This is an optimization exercise on Yosys and OpenROAD, whose aim is small area, a short achievable clock period and few clock cycles, not a production implementation. At most, simulation tests tie the RTL to the original design; equivalence was not proved. Power figures rest on the tool's default switching activity, not on a simulated workload.

## conv3x3_mac
module conv3x3_mac #(
   parameter bit RELU = 1'b0
) (
   input  logic         i_clk,
   input  logic         i_rstn,
   input  logic [9:0]   i_num_ci,
   input  logic         i_valid,
   output logic         o_ready,
   input  logic [143:0] i_window,
   input  logic [143:0] i_weight,
   input  logic [15:0]  i_bias,
   output logic         o_valid,
   input  logic         i_ready,
   output logic [15:0]  o_data
);
For scale: about 7,600 cells after synthesis, ~1,100 flip-flops, roughly 340 I/O pins, about 80,000 sq um of cells after synthesis.
==> flow/config.mk <==
export PLATFORM = sky130hd
export DESIGN_NAME = conv3x3_mac
export DESIGN_NICKNAME = conv3x3_mac
export VERILOG_FILES = /design/flow/design.v
export SDC_FILE = /design/flow/constraint.sdc
export NUM_CORES = 4
export LEC_CHECK = 0
export ABC_AREA = 1
export CAP_MARGIN = 20
export CORE_MARGIN = 2
export CORE_UTILIZATION = 40
export CTS_CLUSTER_DIAMETER = 60
export CTS_CLUSTER_SIZE = 30
export GPL_ROUTABILITY_DRIVEN = 0
export PLACE_DENSITY = 0.5
export SETUP_SLACK_MARGIN = 4.95
export SLEW_MARGIN = 20
export SYNTH_HIERARCHICAL = 1
export SYNTH_MINIMUM_KEEP_SIZE = 0
==> flow/constraint.sdc <==
create_clock -name core_clock -period 8.0 [get_ports {i_clk}]
set_input_delay 1.6000 -clock core_clock [delete_from_list [all_inputs] [get_ports {i_clk}]]
set_output_delay 1.6000 -clock core_clock [all_outputs]
set_load 0.01 [all_outputs]
standard.sh (not shown) runs the stock make flow with config.mk's settings and CLKGATE_MAP_FILE= SYNTH_SCRIPT=/design/flow/synth_recipe.tcl, a recipe that flattens the netlist after the stock synthesis.
==> flow/flow/run.sh <==
#!/bin/bash
# The standard layout (the standard.sh, standard synthesis unchanged), except:
# - the buffers every input and output port gets are plain buf_1 cells instead of the
#   delay-buffer cell buffer_ports picks by default (repair_timing still resizes them);
# - clock tree synthesis adds no dummy balancing loads.
set -euo pipefail
export BUFFER_PORTS_ARGS="-buffer_cell sky130_fd_sc_hd__buf_1"
export CTS_ARGS="-sink_clustering_enable -repair_clock_nets -sink_clustering_size 30 -sink_clustering_max_diameter 60 -dont_use_dummy_load"
bash standard.sh finish > standard.log 2>&1
The first run went through all stages and came out clean.
Testbench counts at the start, summed over its fixed seeds: cycles 45,039.
Rerun with:
GPL_ROUTABILITY_DRIVEN = unset   (was 0)
SETUP_SLACK_MARGIN = 5.0   (was 4.95)
Outcome: Via count increases by 0.76%; setup slack loses 36 ps; cell area increases by 0.79%; combinational power increases by about 2%; global-route usage increases by 1.2 points; clock-buffer cell count increases by 1; clock power increases by about 1%; synthesized cell count does not change; total power increases by 1.7%; first-iteration DRC count increases by 0.60%.
Rerun with:
--- a/flow/flow/run.sh
+++ b/flow/flow/run.sh
@@ -7,3 +7,3 @@
 export BUFFER_PORTS_ARGS="-buffer_cell sky130_fd_sc_hd__buf_1"
-export CTS_ARGS="-sink_clustering_enable -repair_clock_nets -sink_clustering_size 30 -sink_clustering_max_diameter 60 -dont_use_dummy_load"
+export CTS_ARGS="-sink_clustering_enable -repair_clock_nets -sink_clustering_size 24 -sink_clustering_max_diameter 50 -dont_use_dummy_load"
 bash standard.sh finish > standard.log 2>&1
CTS_CLUSTER_DIAMETER = 50   (was 60)
CTS_CLUSTER_SIZE = 24   (was 30)
SETUP_SLACK_MARGIN = 4.95   (was 5.0)
Setup slack gets better by 7.6 ps.
Wire length barely changes.
Sequential share of layout area went down by 0.28 points.
Die area does not change.
Final cell count stays flat.
Register-to-register slack stays flat.
Global-route usage barely changes.
Design area barely changes.
Rerun with:
--- a/flow/flow/run.sh
+++ b/flow/flow/run.sh
@@ -7,3 +7,3 @@
 export BUFFER_PORTS_ARGS="-buffer_cell sky130_fd_sc_hd__buf_1"
-export CTS_ARGS="-sink_clustering_enable -repair_clock_nets -sink_clustering_size 24 -sink_clustering_max_diameter 50 -dont_use_dummy_load"
+export CTS_ARGS="-sink_clustering_enable -repair_clock_nets -sink_clustering_size 30 -sink_clustering_max_diameter 60 -dont_use_dummy_load"
 bash standard.sh finish > standard.log 2>&1
CORE_UTILIZATION = 50   (was 40)
CTS_CLUSTER_DIAMETER = 60   (was 50)
CTS_CLUSTER_SIZE = 30   (was 24)
PLACE_DENSITY = 0.6   (was 0.5)
=> Register-to-register slack is about the same; clock-buffer cell count went down by 37; combinational power went up by a few percent; cell area went down slightly; clock power went down by about a fifth; worst setup slack is worse by 12 ps.

* * *

conv3x3_mac, a different RTL version from the one above (not shown whole).
Size in the first run: about 1100 flip-flops.
export LEC_CHECK = 0
export ABC_AREA = 1
export CAP_MARGIN = 20
export CORE_MARGIN = 2
export CORE_UTILIZATION = 40
export CTS_CLUSTER_DIAMETER = 60
export CTS_CLUSTER_SIZE = 30
export SETUP_SLACK_MARGIN = 4.75
export SLEW_MARGIN = 20
export SYNTH_HIERARCHICAL = 1
export SYNTH_MINIMUM_KEEP_SIZE = 0
create_clock -name core_clock -period 8.0 [get_ports {i_clk}]
==> flow/flow/run.sh <==
#!/bin/bash
# The standard layout (the standard.sh, standard synthesis unchanged), except:
# - the buffers every input and output port gets are plain buf_1 cells instead of the
#   delay-buffer cell buffer_ports picks by default (repair_timing still resizes them);
# - clock tree synthesis adds no dummy balancing loads.
set -euo pipefail
export BUFFER_PORTS_ARGS="-buffer_cell sky130_fd_sc_hd__buf_1"
export CTS_ARGS="-sink_clustering_enable -repair_clock_nets -sink_clustering_size 30 -sink_clustering_max_diameter 60 -dont_use_dummy_load"
bash standard.sh finish > standard.log 2>&1
Then changed:
==> flow/flow/run.sh (replaced) <==
#!/bin/bash
# The standard layout (the standard.sh, standard synthesis unchanged), except that the
# buffers every input and output port gets are plain buf_1 cells instead of the delay-buffer
# cell buffer_ports picks by default; repair_timing still resizes them where timing needs it.
set -euo pipefail
export BUFFER_PORTS_ARGS="-buffer_cell sky130_fd_sc_hd__buf_1"
bash standard.sh finish > standard.log 2>&1
- SETUP_SLACK_MARGIN: 4.75 -> 4.6
What happened:
- total power rose by a few percent
- die area does not change
- final cell count is lower slightly
- count of clock-buffer cells in the layout increases by 14
- combinational power is about the same
- clock power rose by a quarter to a third
- design area shrinks by a few percent
- critical path depth does not change
- setup slack degrades by 170 ps
- non-clock buffer count drops by 286
Then changed:
==> flow/flow/run.sh (replaced) <==
#!/bin/bash
# The standard layout (the standard.sh, standard synthesis unchanged), except:
# - the buffers every input and output port gets are plain buf_1 cells instead of the
#   delay-buffer cell buffer_ports picks by default (repair_timing still resizes them);
# - clock tree synthesis adds no dummy balancing loads.
set -euo pipefail
export BUFFER_PORTS_ARGS="-buffer_cell sky130_fd_sc_hd__buf_1"
export CTS_ARGS="-sink_clustering_enable -repair_clock_nets -sink_clustering_size 30 -sink_clustering_max_diameter 60 -dont_use_dummy_load"
bash standard.sh finish > standard.log 2>&1
- PLACE_DENSITY: unset -> 0.5
- SETUP_SLACK_MARGIN: 4.6 -> 4.75
Outcome: The changed run completed with no timing, DRC or antenna violations; clock-buffer cell count is lower by 7; global-route usage is higher by 0.75 points; via count is lower slightly; clock power is lower by about a fifth; core utilization is higher by 0.80 points; critical path depth stays the same; register-to-register slack improved by 110 ps; worst setup slack improved by 110 ps; non-clock buffer count is higher by 143.
Then changed:
==> flow/flow/run.sh (replaced) <==
#!/bin/bash
# The standard layout (the standard.sh, standard synthesis unchanged), except that the
# buffers every input and output port gets are plain buf_1 cells instead of the delay-buffer
# cell buffer_ports picks by default; repair_timing still resizes them where timing needs it.
set -euo pipefail
export BUFFER_PORTS_ARGS="-buffer_cell sky130_fd_sc_hd__buf_1"
bash standard.sh finish > standard.log 2>&1
- PLACE_DENSITY: 0.5 -> unset
Outcome: Wire length stays flat. Fmax goes up by a few percent. Cell area grows by a few percent. Non-clock buffer count rose by 136. Synthesized cell count does not change. Clock power is higher by a quarter to a third. Total power increases slightly. Global-route usage is lower by 0.28 points. Combinational power goes down by a few percent. Area after synthesis stays the same. Cell count is higher slightly.
No functional check of the RTL was part of any run of this note.

* * *

Another version of the RTL of conv3x3_mac (not shown whole).
For scale: roughly 7600 cells after synthesis, roughly 1100 flip-flops, ~340 I/O pins, ~80000 um2 of cells after synthesis.
==> flow/design.v (excerpt) <==
module conv3x3_mac #(
   parameter bit RELU = 1'b0
) (
   input  logic         i_clk,
   input  logic         i_rstn,
   input  logic [9:0]   i_num_ci,
   input  logic         i_valid,
   output logic         o_ready,
   input  logic [143:0] i_window,
   input  logic [143:0] i_weight,
   input  logic [15:0]  i_bias,
   output logic         o_valid,
   input  logic         i_ready,
   output logic [15:0]  o_data
);
clock: 8.0 ns
lec_check: 0
abc_area: 1
cap_margin: 20
core_margin: 2
core_utilization: 40
cts_cluster_diameter: 60
cts_cluster_size: 30
place_density: 0.5
setup_slack_margin: 5.0
slew_margin: 20
synth_hierarchical: 1
synth_minimum_keep_size: 0
==> flow/flow/run.sh <==
#!/bin/bash
# The standard layout (the standard.sh, standard synthesis unchanged), except:
# - the buffers every input and output port gets are plain buf_1 cells instead of the
#   delay-buffer cell buffer_ports picks by default (repair_timing still resizes them);
# - clock tree synthesis adds no dummy balancing loads.
set -euo pipefail
export BUFFER_PORTS_ARGS="-buffer_cell sky130_fd_sc_hd__buf_1"
export CTS_ARGS="-sink_clustering_enable -repair_clock_nets -sink_clustering_size 30 -sink_clustering_max_diameter 60 -dont_use_dummy_load"
bash standard.sh finish > standard.log 2>&1
Testbench counts at the start, summed over its fixed seeds: cycles 45,039.
==> next run, changes <==
PLACE_DENSITY = default   (was 0.5)
SETUP_SLACK_MARGIN = 4.95   (was 5.0)
After rerunning: Design area rises slightly; clock power falls by a few percent; power falls by a few percent; critical path depth falls by 17; final cell count hardly moves; routed wire length falls slightly.
==> next run, changes <==
PLACE_DENSITY = 0.5   (was default)
SETUP_SLACK_MARGIN = 4.85   (was 4.95)
Area after synthesis does not change.
Sequential cell count is unchanged.
Die area does not change.
Sequential share of layout area goes down by 0.23 points.
Routed wire length goes up by 1.8%.
Register-to-register slack loses 30 ps.
Cell count hardly moves.
Final area barely changes.
==> next run, changes <==
PLACE_DENSITY = default   (was 0.5)
SETUP_SLACK_MARGIN = 4.75   (was 4.85)
Hold slack is about the same.
First-iteration DRC count went up by roughly a tenth.
Cell count went down slightly.
Wire length went down by a few percent.

==> what the ideal ports hide <==
No port has a modelled driver above. Below, the same layouts with a new extraction and two added sets of constraints.
Step 1 assumes that a clkbuf_16 drives the clock port and a buf_2 every other input.
Step 2 also shifts input and output timing later by t, the mid clock arrival at the registers, as if the neighbouring blocks saw the same clock.
Three values: ideal, step 1, step 2; two values: the first two.
| run | t (ns) | setup WS [ns] | hold WS [ns] | worst setup path at the end | cell pins on the clock port's net |
|---|---|---|---|---|---|
| the first run of note 1 | 0.818 | 4.906 / 4.906 / 4.471 | 0.263 / 0.263 / 0.263 | input to register | 1 |
| the second run of note 1 | 0.836 | 4.870 / 4.870 / 4.521 | 0.293 / 0.293 / 0.293 | input to register | 1 |
| the third run of note 1 | 0.866 | 4.878 / 4.878 / 4.272 | 0.293 / 0.293 / 0.293 | input to register | 1 |
| the fourth run of note 1 | 0.797 | 4.866 / 4.866 / 4.538 | 0.302 / 0.302 / 0.302 | input to register | 1 |
| the first run of note 2 | 0.818 | 4.679 / 4.679 / 4.234 | 0.303 / 0.303 / 0.303 | input to register | 1 |
| the second run of note 2 | 0.841 | 4.508 / 4.508 / 4.061 | 0.328 / 0.328 / 0.328 | input to register | 1 |
| the third run of note 2 | 0.828 | 4.621 / 4.621 / 4.086 | 0.313 / 0.313 / 0.313 | input to register | 1 |
| the fourth run of note 2 | 0.851 | 4.701 / 4.701 / 4.260 | 0.329 / 0.329 / 0.329 | input to register | 1 |
| the first run of note 3 | 0.830 | 4.845 / 4.845 / 4.311 | 0.306 / 0.306 / 0.306 | input to register | 1 |
| the second run of note 3 | 0.824 | 4.854 / 4.854 / 4.430 | 0.325 / 0.325 / 0.325 | input to register | 1 |
| the third run of note 3 | 0.842 | 4.828 / 4.828 / 4.196 | 0.326 / 0.326 / 0.326 | input to register | 1 |
| the fourth run of note 3 | 0.834 | 4.654 / 4.654 / 4.334 | 0.327 / 0.327 / 0.327 | input to register | 1 |
After both steps every run listed still meets setup and hold. For the third run of note 3, which loses most, drivers alone change the setup slack by 0.000 ns; drivers and shift together by -0.632 ns.
